From an optimization exercise on the open Yosys and OpenROAD flow, aimed at a short achievable clock period and few clock cycles; shortcuts taken in it are not production practice.
The RTL was checked by simulation tests, not by an equivalence proof against the original design.
Power and IR drop assume default switching activity.

==> flow/design.v <==
`default_nettype none
package isaPkg;
  localparam int NUM_REGS = 32;
  typedef logic [4:0] regAddrT;
  typedef enum logic [5:0] {
    OP_RTYPE = 6'b000000,
    OP_J     = 6'b000010,
    OP_BEQ   = 6'b000100,
    OP_BNE   = 6'b000101,
    OP_ADDI  = 6'b001000,
    OP_ADDIU = 6'b001001,
    OP_SLTI  = 6'b001010,
    OP_SLTIU = 6'b001011,
    OP_ANDI  = 6'b001100,
    OP_ORI   = 6'b001101,
    OP_XORI  = 6'b001110,
    OP_LW    = 6'b100011,
    OP_SW    = 6'b101011
  } opcodeT;
  typedef enum logic [5:0] {
    FN_ADD  = 6'b100000,
    FN_ADDU = 6'b100001,
    FN_SUB  = 6'b100010,
    FN_SUBU = 6'b100011,
    FN_AND  = 6'b100100,
    FN_OR   = 6'b100101,
    FN_XOR  = 6'b100110,
    FN_NOR  = 6'b100111,
    FN_SLT  = 6'b101010,
    FN_SLTU = 6'b101011
  } functT;
  typedef enum logic [2:0] {
    ALU_AND  = 3'b000,
    ALU_OR   = 3'b001,
    ALU_ADD  = 3'b010,
    ALU_SLTU = 3'b011,
    ALU_XOR  = 3'b100,
    ALU_NOR  = 3'b101,
    ALU_SUB  = 3'b110,
    ALU_SLT  = 3'b111
  } aluOpT;
  typedef struct packed {
    opcodeT     op;
    regAddrT    rs;
    regAddrT    rt;
    regAddrT    rd;
    logic [4:0] shamt;
    functT      funct;
  } rFieldsT;
  typedef struct packed {
    opcodeT      op;
    regAddrT     rs;
    regAddrT     rt;
    logic [15:0] imm;
  } iFieldsT;
  typedef struct packed {
    opcodeT      op;
    logic [25:0] target;
  } jFieldsT;
  typedef union packed {
    rFieldsT rFields;
    iFieldsT iFields;
    jFieldsT jFields;
  } instrWord;
endpackage
`default_nettype wire
`default_nettype none
package pipePkg;
  localparam int WORD_WIDTH = 32;
  typedef struct packed {
    logic  regWrite;
    logic  regDst;     
    logic  aluSrc;     
    logic  memWrite;
    logic  memToReg;
    logic [2:0] aluOp;     
  } ctrlT;
  typedef struct packed {
    logic regWrite;
    logic memWrite;
    logic memToReg;
  } memCtrlT;
  typedef struct packed {
    logic regWrite;
    logic memToReg;
  } wbCtrlT;
  typedef struct packed {
    ctrlT                  ctrl;
    logic [WORD_WIDTH-1:0] srcA;
    logic [WORD_WIDTH-1:0] srcB;
    logic [WORD_WIDTH-1:0] imm;
    logic [4:0]            rs;
    logic [4:0]            rt;
    logic [4:0]            rd;
  } decExT;
  typedef enum logic [1:0] {
    FWD_NONE = 2'b00,
    FWD_WB   = 2'b01,
    FWD_MEM  = 2'b10
  } fwdSelT;
endpackage
`default_nettype wire
`timescale 1ns/1ps
`default_nettype none
module controlDecoder
(
  input  isaPkg::instrWord instr,
  output pipePkg::ctrlT     ctrl,
  output logic     zeroExt,
  output logic     branch,
  output logic     branchNe,
  output logic     jump
);
  always_comb begin
    ctrl       = '0;             
    ctrl.aluOp = isaPkg::ALU_ADD;
    zeroExt    = 1'b0;
    branch     = 1'b0;
    branchNe   = 1'b0;
    jump       = 1'b0;
    case (instr.rFields.op)
      isaPkg::OP_RTYPE: begin
        ctrl.regWrite = 1'b1;
        ctrl.regDst   = 1'b1;
        case (instr.rFields.funct)
          isaPkg::FN_ADD, isaPkg::FN_ADDU: ctrl.aluOp = isaPkg::ALU_ADD;
          isaPkg::FN_SUB, isaPkg::FN_SUBU: ctrl.aluOp = isaPkg::ALU_SUB;
          isaPkg::FN_AND:          ctrl.aluOp = isaPkg::ALU_AND;
          isaPkg::FN_OR:           ctrl.aluOp = isaPkg::ALU_OR;
          isaPkg::FN_XOR:          ctrl.aluOp = isaPkg::ALU_XOR;
          isaPkg::FN_NOR:          ctrl.aluOp = isaPkg::ALU_NOR;
          isaPkg::FN_SLT:          ctrl.aluOp = isaPkg::ALU_SLT;
          isaPkg::FN_SLTU:         ctrl.aluOp = isaPkg::ALU_SLTU;
          default:         ctrl.regWrite = 1'b0;   
        endcase
      end
      isaPkg::OP_LW: begin
        ctrl.regWrite = 1'b1;
        ctrl.aluSrc   = 1'b1;
        ctrl.memToReg = 1'b1;
      end
      isaPkg::OP_SW: begin
        ctrl.aluSrc   = 1'b1;
        ctrl.memWrite = 1'b1;
      end
      isaPkg::OP_BEQ: branch = 1'b1;
      isaPkg::OP_BNE: begin
        branch   = 1'b1;
        branchNe = 1'b1;
      end
      isaPkg::OP_J: jump = 1'b1;
      isaPkg::OP_ADDI, isaPkg::OP_ADDIU, isaPkg::OP_SLTI, isaPkg::OP_SLTIU, isaPkg::OP_ANDI, isaPkg::OP_ORI, isaPkg::OP_XORI: begin
        ctrl.regWrite = 1'b1;
        ctrl.aluSrc   = 1'b1;
        case (instr.iFields.op)
          isaPkg::OP_SLTI:  ctrl.aluOp = isaPkg::ALU_SLT;
          isaPkg::OP_SLTIU: ctrl.aluOp = isaPkg::ALU_SLTU;
          isaPkg::OP_ANDI:  ctrl.aluOp = isaPkg::ALU_AND;
          isaPkg::OP_ORI:   ctrl.aluOp = isaPkg::ALU_OR;
          isaPkg::OP_XORI:  ctrl.aluOp = isaPkg::ALU_XOR;
          default:  ctrl.aluOp = isaPkg::ALU_ADD;
        endcase
        zeroExt = (instr.iFields.op == isaPkg::OP_ANDI) || (instr.iFields.op == isaPkg::OP_ORI) ||
                  (instr.iFields.op == isaPkg::OP_XORI);   
      end
      default: ;
    endcase
  end
endmodule
`default_nettype wire
`timescale 1ns/1ps
`default_nettype none
module hazardUnit
(
  input  isaPkg::regAddrT rsD,
  input  isaPkg::regAddrT rtD,
  input  isaPkg::regAddrT rsE,
  input  isaPkg::regAddrT rtE,
  input  isaPkg::regAddrT writeRegE,
  input  isaPkg::regAddrT writeRegM,
  input  isaPkg::regAddrT writeRegW,
  input  logic    regWriteE,
  input  logic    regWriteM,
  input  logic    regWriteW,
  input  logic    memToRegE,
  input  logic    memToRegM,
  input  logic    branchD,
  output logic    forwardAD,
  output logic    forwardBD,
  output pipePkg::fwdSelT  forwardAE,
  output pipePkg::fwdSelT  forwardBE,
  output logic    stall,
  output logic    flushE
);
  logic loadUseStall;
  logic branchStall;
  assign forwardAD = (rsD != '0) && (rsD == writeRegM) && regWriteM;
  assign forwardBD = (rtD != '0) && (rtD == writeRegM) && regWriteM;
  always_comb begin
    forwardAE = pipePkg::FWD_NONE;
    forwardBE = pipePkg::FWD_NONE;
    if (rsE != '0) begin
      if (regWriteM && (rsE == writeRegM))      forwardAE = pipePkg::FWD_MEM;
      else if (regWriteW && (rsE == writeRegW)) forwardAE = pipePkg::FWD_WB;
    end
    if (rtE != '0) begin
      if (regWriteM && (rtE == writeRegM))      forwardBE = pipePkg::FWD_MEM;
      else if (regWriteW && (rtE == writeRegW)) forwardBE = pipePkg::FWD_WB;
    end
  end
  assign loadUseStall = memToRegE && ((rtE == rsD) || (rtE == rtD));
  assign branchStall = branchD &&
      ((regWriteE && (writeRegE != '0) && ((writeRegE == rsD) || (writeRegE == rtD))) ||
       (memToRegM && (writeRegM != '0) && ((writeRegM == rsD) || (writeRegM == rtD))));
  assign stall  = loadUseStall || branchStall;
  assign flushE = stall;   
endmodule
`default_nettype wire
`timescale 1ns/1ps
`default_nettype none
module regFile
#(
  parameter int DATA_WIDTH = 32
) (
  input  logic                  clk,
  input  logic                  we,
  input  isaPkg::regAddrT               ra1,
  input  isaPkg::regAddrT               ra2,
  input  isaPkg::regAddrT               wa,
  input  logic [DATA_WIDTH-1:0] wd,
  output logic [DATA_WIDTH-1:0] rd1,
  output logic [DATA_WIDTH-1:0] rd2
);
  logic [DATA_WIDTH-1:0] regs [isaPkg::NUM_REGS];
  always_ff @(posedge clk) begin
    if (we) regs[wa] <= wd;
  end
  assign rd1 = (ra1 == '0) ? '0 : (we && (wa == ra1)) ? wd : regs[ra1];
  assign rd2 = (ra2 == '0) ? '0 : (we && (wa == ra2)) ? wd : regs[ra2];
endmodule
`default_nettype wire
`timescale 1ns/1ps
`default_nettype none
module aluUnit
#(
  parameter int DATA_WIDTH = 32
) (
  input  logic [DATA_WIDTH-1:0] srcA,
  input  logic [DATA_WIDTH-1:0] srcB,
  input  logic [DATA_WIDTH-1:0] imm,
  input  logic [DATA_WIDTH-1:0] resultW,
  input  logic [DATA_WIDTH-1:0] aluOutM,
  input  pipePkg::fwdSelT                forwardA,
  input  pipePkg::fwdSelT                forwardB,
  input  logic                  aluSrc,
  input  isaPkg::aluOpT                 aluOp,
  output logic [DATA_WIDTH-1:0] aluResult,
  output logic [DATA_WIDTH-1:0] storeData
);
  localparam int MSB = DATA_WIDTH - 1;
  logic [DATA_WIDTH-1:0] opA, opB, bInv, sum;
  logic                  subtract, overflow, lessSigned, lessUnsigned;
  always_comb begin
    case (forwardA)
      pipePkg::FWD_MEM: opA = aluOutM;
      pipePkg::FWD_WB:  opA = resultW;
      default: opA = srcA;
    endcase
    case (forwardB)
      pipePkg::FWD_MEM: storeData = aluOutM;
      pipePkg::FWD_WB:  storeData = resultW;
      default: storeData = srcB;
    endcase
  end
  assign opB = aluSrc ? imm : storeData;
  assign subtract     = (aluOp == isaPkg::ALU_SUB) || (aluOp == isaPkg::ALU_SLT);
  assign bInv         = subtract ? ~opB : opB;
  assign sum          = opA + bInv + DATA_WIDTH'(subtract);   
  assign overflow     = (opA[MSB] == bInv[MSB]) && (sum[MSB] != opA[MSB]);
  assign lessSigned   = sum[MSB] ^ overflow;
  assign lessUnsigned = opA < opB;
  always_comb begin
    case (aluOp)
      isaPkg::ALU_AND:  aluResult = opA & opB;
      isaPkg::ALU_OR:   aluResult = opA | opB;
      isaPkg::ALU_XOR:  aluResult = opA ^ opB;
      isaPkg::ALU_NOR:  aluResult = ~(opA | opB);
      isaPkg::ALU_SLT:  aluResult = DATA_WIDTH'(lessSigned);
      isaPkg::ALU_SLTU: aluResult = DATA_WIDTH'(lessUnsigned);
      default:  aluResult = sum;      
    endcase
  end
endmodule
`default_nettype wire
`timescale 1ns/1ps
`default_nettype none
module branchUnit
#(
  parameter int DATA_WIDTH = 32
) (
  input  logic [DATA_WIDTH-1:0] pcPlus4D,
  input  logic [DATA_WIDTH-1:0] regA,
  input  logic [DATA_WIDTH-1:0] regB,
  input  logic [DATA_WIDTH-1:0] aluOutM,
  input  logic                  forwardA,
  input  logic                  forwardB,
  input  isaPkg::instrWord              instr,
  input  logic                  branch,
  input  logic                  branchNe,
  input  logic                  jump,
  output logic                  pcSrc,
  output logic [DATA_WIDTH-1:0] pcTarget
);
  localparam int LOW_WIDTH = DATA_WIDTH - 4;
  logic [DATA_WIDTH-1:0] cmpA, cmpB, branchTarget, jumpTarget;
  logic                  equal;
  assign cmpA  = forwardA ? aluOutM : regA;
  assign cmpB  = forwardB ? aluOutM : regB;
  assign equal = (cmpA == cmpB);
  assign branchTarget = pcPlus4D +
                        DATA_WIDTH'(signed'({instr.iFields.imm, 2'b00}));
  assign jumpTarget   = {pcPlus4D[DATA_WIDTH-1 -: 4],
                         LOW_WIDTH'({instr.jFields.target, 2'b00})};
  assign pcSrc    = jump || (branch && (equal ^ branchNe));
  assign pcTarget = jump ? jumpTarget : branchTarget;
endmodule
`default_nettype wire
`timescale 1ns/1ps
`default_nettype none
module mipsCore
#(
  parameter int DATA_WIDTH = 32
) (
  input  logic                  clk,
  input  logic                  reset,
  output logic [DATA_WIDTH-1:0] pc,
  input  logic [31:0]           instr,
  output logic                  memWrite,
  output logic [DATA_WIDTH-1:0] aluOut,
  output logic [DATA_WIDTH-1:0] writeData,
  input  logic [DATA_WIDTH-1:0] readData
);
  logic [DATA_WIDTH-1:0] pcPlus4F, pcNextF, pcPlus4D, pcTargetD;
  logic [DATA_WIDTH-1:0] regAD, regBD, immD;
  logic [DATA_WIDTH-1:0] aluResultE, storeDataE;
  logic [DATA_WIDTH-1:0] aluOutM, writeDataM;
  logic [DATA_WIDTH-1:0] aluOutW, readDataW, resultW;
  isaPkg::instrWord              instrD;
  pipePkg::ctrlT                  ctrlD;
  pipePkg::decExT                 decExD, decExE;
  pipePkg::memCtrlT               memCtrlM;
  pipePkg::wbCtrlT                wbCtrlW;
  isaPkg::regAddrT               writeRegE, writeRegM, writeRegW;
  logic                  zeroExtD, branchD, branchNeD, jumpD, pcSrcD;
  logic                  forwardAD, forwardBD, stall, flushE;
  pipePkg::fwdSelT                forwardAE, forwardBE;
  assign pcPlus4F = pc + DATA_WIDTH'(4);
  assign pcNextF  = pcSrcD ? pcTargetD : pcPlus4F;
  always_ff @(posedge clk or posedge reset) begin
    if (reset)       pc <= '0;
    else if (!stall) pc <= pcNextF;
  end
  always_ff @(posedge clk or posedge reset) begin
    if (reset) begin
      instrD   <= '0;
      pcPlus4D <= '0;
    end else if (!stall) begin
      instrD   <= isaPkg::instrWord'(instr);
      pcPlus4D <= pcPlus4F;
    end
  end
  controlDecoder u_dec (.instr(instrD), .ctrl(ctrlD), .zeroExt(zeroExtD),
                        .branch(branchD), .branchNe(branchNeD), .jump(jumpD));
  regFile #(.DATA_WIDTH(DATA_WIDTH)) u_rf (
    .clk(clk), .we(wbCtrlW.regWrite), .ra1(instrD.rFields.rs), .ra2(instrD.rFields.rt),
    .wa(writeRegW), .wd(resultW), .rd1(regAD), .rd2(regBD)
  );
  assign immD = zeroExtD ? DATA_WIDTH'(instrD.iFields.imm)
                         : DATA_WIDTH'(signed'(instrD.iFields.imm));
  branchUnit #(.DATA_WIDTH(DATA_WIDTH)) u_br (
    .pcPlus4D(pcPlus4D), .regA(regAD), .regB(regBD), .aluOutM(aluOutM),
    .forwardA(forwardAD), .forwardB(forwardBD), .instr(instrD), .branch(branchD),
    .branchNe(branchNeD), .jump(jumpD), .pcSrc(pcSrcD), .pcTarget(pcTargetD)
  );
  always_comb begin
    decExD.ctrl = ctrlD;
    decExD.srcA = pipePkg::WORD_WIDTH'(regAD);
    decExD.srcB = pipePkg::WORD_WIDTH'(regBD);
    decExD.imm  = pipePkg::WORD_WIDTH'(immD);
    decExD.rs   = instrD.rFields.rs;
    decExD.rt   = instrD.rFields.rt;
    decExD.rd   = instrD.rFields.rd;
  end
  always_ff @(posedge clk or posedge reset) begin
    if (reset)       decExE <= '0;
    else if (flushE) decExE <= '0;    
    else             decExE <= decExD;
  end
  aluUnit #(.DATA_WIDTH(DATA_WIDTH)) u_alu (
    .srcA(DATA_WIDTH'(decExE.srcA)), .srcB(DATA_WIDTH'(decExE.srcB)),
    .imm(DATA_WIDTH'(decExE.imm)), .resultW(resultW), .aluOutM(aluOutM),
    .forwardA(forwardAE), .forwardB(forwardBE), .aluSrc(decExE.ctrl.aluSrc),
    .aluOp(isaPkg::aluOpT'(decExE.ctrl.aluOp)), .aluResult(aluResultE), .storeData(storeDataE)
  );
  assign writeRegE = decExE.ctrl.regDst ? decExE.rd : decExE.rt;
  hazardUnit u_haz (
    .rsD(instrD.rFields.rs), .rtD(instrD.rFields.rt), .rsE(decExE.rs), .rtE(decExE.rt),
    .writeRegE(writeRegE), .writeRegM(writeRegM), .writeRegW(writeRegW),
    .regWriteE(decExE.ctrl.regWrite), .regWriteM(memCtrlM.regWrite),
    .regWriteW(wbCtrlW.regWrite), .memToRegE(decExE.ctrl.memToReg),
    .memToRegM(memCtrlM.memToReg), .branchD(branchD), .forwardAD(forwardAD),
    .forwardBD(forwardBD), .forwardAE(forwardAE), .forwardBE(forwardBE),
    .stall(stall), .flushE(flushE)
  );
  always_ff @(posedge clk or posedge reset) begin
    if (reset) begin
      memCtrlM   <= '0;
      aluOutM    <= '0;
      writeDataM <= '0;
      writeRegM  <= '0;
    end else begin
      memCtrlM   <= {decExE.ctrl.regWrite, decExE.ctrl.memWrite,   
                     decExE.ctrl.memToReg};                        
      aluOutM    <= aluResultE;
      writeDataM <= storeDataE;
      writeRegM  <= writeRegE;
    end
  end
  assign memWrite  = memCtrlM.memWrite;
  assign aluOut    = aluOutM;
  assign writeData = writeDataM;
  always_ff @(posedge clk or posedge reset) begin
    if (reset) begin
      wbCtrlW   <= '0;
      aluOutW   <= '0;
      readDataW <= '0;
      writeRegW <= '0;
    end else begin
      wbCtrlW   <= {memCtrlM.regWrite, memCtrlM.memToReg};   
      aluOutW   <= aluOutM;
      readDataW <= readData;
      writeRegW <= writeRegM;
    end
  end
  assign resultW = wbCtrlW.memToReg ? readDataW : aluOutW;
endmodule
`default_nettype wire
==> flow/config.mk <==
export PLATFORM = sky130hd
export DESIGN_NAME = mipsCore
export DESIGN_NICKNAME = mipsCore
export VERILOG_FILES = /design/flow/design.v
export SDC_FILE = /design/flow/constraint.sdc
export NUM_CORES = 4
export LEC_CHECK = 0
export CAP_MARGIN = 20
export CORE_MARGIN = 2
export CORE_UTILIZATION = 40
export SLEW_MARGIN = 20
==> flow/constraint.sdc <==
create_clock -name core_clock -period 8.0 [get_ports {clk}]
set_input_delay 1.6000 -clock core_clock [delete_from_list [all_inputs] [get_ports {clk}]]
set_output_delay 1.6000 -clock core_clock [all_outputs]
set_load 0.01 [all_outputs]
==> flow/run.sh <==
#!/bin/bash
# synth_recipe.tcl (not shown) runs the flow's synth.tcl, then flattens the netlist and writes it again
# the make line also repeats each setting of config.mk as NAME=value (left out here)
make -C /OpenROAD-flow-scripts/flow DESIGN_CONFIG=/design/flow/config.mk WORK_HOME=/design/flow/orfs CLKGATE_MAP_FILE= SYNTH_SCRIPT=/design/flow/synth_recipe.tcl finish
==> flow_metrics.tcl <==
set metrics [dict create \
    wl_met2_um 122000 \
    cts_resized 0 \
    leakage_nw 28.7 \
    cts_setup_buffers 0 \
    crit_family "simple AND/OR/NAND/NOR gates" \
    cp-end-kind "register" \
    critPathRequiredTime_ns 8.71 \
    cp_max_fo 33 \
    synth.area.top_cells "edfxtp_1 43%, mux4_2 12%, dfrtp_1 12%" \
    synth_cell_types 85 \
    finalSetupTns_ns 0 \
    slew_headroom 0.180 \
    rsz0062_at_grt "no" \
    synth_warnings 5 \
    multi_input_area_um2 29700 \
    grt_pass1_vias 48900 \
    final_core_util 0.457 \
    grt_pass1_wl_um 370000 \
    route.vias.total 50300 \
    portBuffers 162 \
    wl_um 264000 \
    initial_core_util 0.403 \
    grt_overflow 0 \
    htreeDepth 4 \
    first_pass_iters 7 \
    grt_max_degree 128 \
    clock_skew_ns 0.0551 \
    layout.nets 5581 \
    maxUsedRoutingLayer "met5" \
    setup_violations 0 \
    dp_hpwl_um 175000 \
    clock_latency_ns 0.83 \
    num_rows 154 \
    max_freq_ghz 0.148 \
    critPathMaxStageDelay_ns 0.83 \
    clkSlewWorstSetupHoldPaths_ns 0.06 \
    drive_above_1_share 0.177 \
    cp.arrival_ns 7.45 \
    ios 163 \
    synthTopCellsByCount "1024 x edfxtp_1, 382 x mux2i_1, 381 x mux4_2" \
    min_period_ns 6.74 \
    wl_met1_um 99200 \
    synth.net_count 5450 \
    viasPerCell 6.43 \
    ys_seq_area_frac 0.552 \
    drc 0 \
    grt_use_total 0.288 \
    area_growth_pct 13.4 \
    p_per_area_nw_per_um2 263 \
    synth_top_area_frac 0.433 \
    cts_buffers 149 \
    yosys_most_used_dff "edfxtp_1" \
    antenna_found_initial 8 \
    netlist_area_um2 71100 \
    dieArea_um2 181000 \
    worstHoldPathType "register to register" \
    final-seq-area_um2 39200 \
    synth_seq_cells 1362 \
    cts_buffer_depth 3 \
    core_um2 176000 \
    status "complete, no violations" \
    crit_slowest_cell "dfrtp_4" \
    met3WireLength_um 28400 \
    cap_violations 0 \
    dieHeight_um 426 \
    first_iter_violations 6952 \
    wire_per_inst_um 33.8 \
    path_class "register to register" \
    root_buffer "clkbuf_16" \
    die_x_um 426 \
    slew_violations 0 \
    post-route-period-util 0.843 \
    synth_cells 5222 \
    synth-edff-count 1024 \
    gp_congestion 0.981 \
    synth_top_area_cell "edfxtp_1" \
    async_reset_ff_frac 0.248 \
    ctsHoldBuffers 0 \
    timing.critical_path.buf_inv 2 \
    antenna_left 0 \
    fill_cells 15500 \
    yosysMostFrequentCell "edfxtp_1" \
    worst_slew_pin_slew_ns 1.23 \
    syn_area_per_cell_um2 13.6 \
    clock_sinks 1362 \
    peakVddDrop_mv 0.224 \
    startpoint_type "register" \
    finalHoldViolCount 0 \
    cts_tree "done" \
    path_cells "xnor2_1 > nand4_1 > or2_2 > buf_4 > nor2_1 > a31oi_1 > o221ai_1 > o2bb2ai_1 > o2111ai_1 > nor4_1 > nand4_1 > mux2i_4 > nor2_4 > buf_4 > o21ai_0 > a32o_1" \
]
## cell type report
type	count	share of cell area
Sequential cell	1362	0.487
Multi-Input combinational cell	3329	0.369
Clock buffer	187	0.0489
Timing Repair Buffer	338	0.0388
Tap cell	2340	0.0363
Clock inverter	91	0.0117
Inverter	173	0.00810
Antenna cell	4	0.000124
## per-stage QoR
step / hold WS (ns) / instance area (µm²) / power (W) / setup slack [ns] / cells
final: 0.353 / 80600 / 0.0212 / 1.26 / 7824
after global placement: 0.339 / 75700 / 0.0142 / 1.39 / 7541
after floorplan: 0.331 / 71100 / 0.0121 / 1.88 / 5222
after global routing: 0.367 / 80600 / 0.0219 / 0.991 / 7820
after CTS: 0.355 / 80600 / 0.0211 / 1.32 / 7820
after detailed placement: 0.341 / 75700 / 0.0143 / 1.39 / 7542
## layout by cell type, fill, tap and decap left out, drive strengths merged, types with 22 or more instances in the layout
master	synthesis	final
nor2b	46	46
a31oi	28	28
buf	187	176
mux4	381	381
nor3	87	87
a22oi	176	176
xor2	62	62
nand4	38	38
o31ai	38	38
edfxtp	1024	1024
o21bai	22	22
o211ai	23	23
a211oi	40	40
and2	40	40
nand2	286	286
ha	160	160
a221oi	33	33
clkinv	2	69
o21ai	212	212
clkdlybuf4s50	0	162
dfrtp	338	338
a21oi	174	174
xnor2	142	142
mux2	90	90
nor4	23	23
a22o	38	38
nand3	98	98
inv	171	176
and3	48	48
nand2b	30	30
o22ai	56	56
mux2i	383	383
nor2	302	302
clkbuf	171	187
## cell families (layout without fill, tap and decap cells)
kind of cell / Yosys count / count (layout) / share of synthesized area
xor gates and xnor gates: 204 / 204 / 0.0251
buffers and inverters: 531 / 789 / 0.0352
adders and majority gates: 162 / 162 / 0.0287
DFF: 1362 / 1362 / 0.552
muxes: 854 / 854 / 0.189
and+or+nand+nor: 1089 / 1089 / 0.0736
other: 0 / 4 / 0
AOI/OAI and AO/OA: 1020 / 1020 / 0.0969
## per-layer routing
| layer | vias to the layer above | global-route usage |
|---|---|---|
| li1 | 20600 | - |
| met1 | 25800 | 0.374 |
| met2 | 3212 | 0.455 |
| met3 | 677 | 0.0668 |
| met4 | 6 | 0.138 |
| met5 | - | 0 |
## state kept, by name (all words and copies together), names as in the netlist, 32 cells and up
signal and count:
aluOutM 32, aluOutW 32, decExE 99, instrD 32, pc 32, pcPlus4D 32, readDataW 32, u_rf.regs 1024
writeDataM 32
## worst paths after layout
kind | start | to | slack, ns | cells after the start
worst max register to register | instrD[23] | pc[19] | 1.26 | 16
worst min register to register | decExE[115] | memCtrlM[1] | 0.35 | 0
worst min-delay path | decExE[115] | memCtrlM[1] | 0.35 | 0
min in group asynchronous | reset | pcPlus4D[9] | 1.26 | 2
max in group asynchronous | reset | instrD[21] | 5.30 | 3
worst max-delay path | instrD[23] | pc[19] | 1.26 | 16
## where the power goes
part | switching [W] | internal, W | total (W)
Sequential | 0.000681 | 0.00883 | 0.00951
Combinational | 0.00307 | 0.00167 | 0.00475
Clock | 0.00305 | 0.00387 | 0.00693
Total | 0.00681 | 0.0144 | 0.0212
Testbench counts, summed over its fixed seeds: cycles 162,816.

-- separate check: timing with driven ports --
In the flow no input, the clock included, has a driving cell. The finished layout below was timed again as built, in two steps. Step 1 assumes that a clkbuf_16 drives the clock port and a buf_2 every other input. Step 2 times the ports against the registers' clock, not the clock port: input delays grow and output delays shrink by t, the midpoint of the rising clock arrivals with the driver on. Slacks: ideal / step 1 / step 2; pairs: ideal / step 1.
shift t [ns]: 0.893
slack for setup (ns): 1.259 / 1.259 / 1.259
worst data-port slew with drivers (ns): 0.08
pins driven straight from the clock port: 1
After both steps setup and hold are still met in this run. The setup slack of this run moves by 0.000 ns with the drivers and by 0.000 ns with both steps.
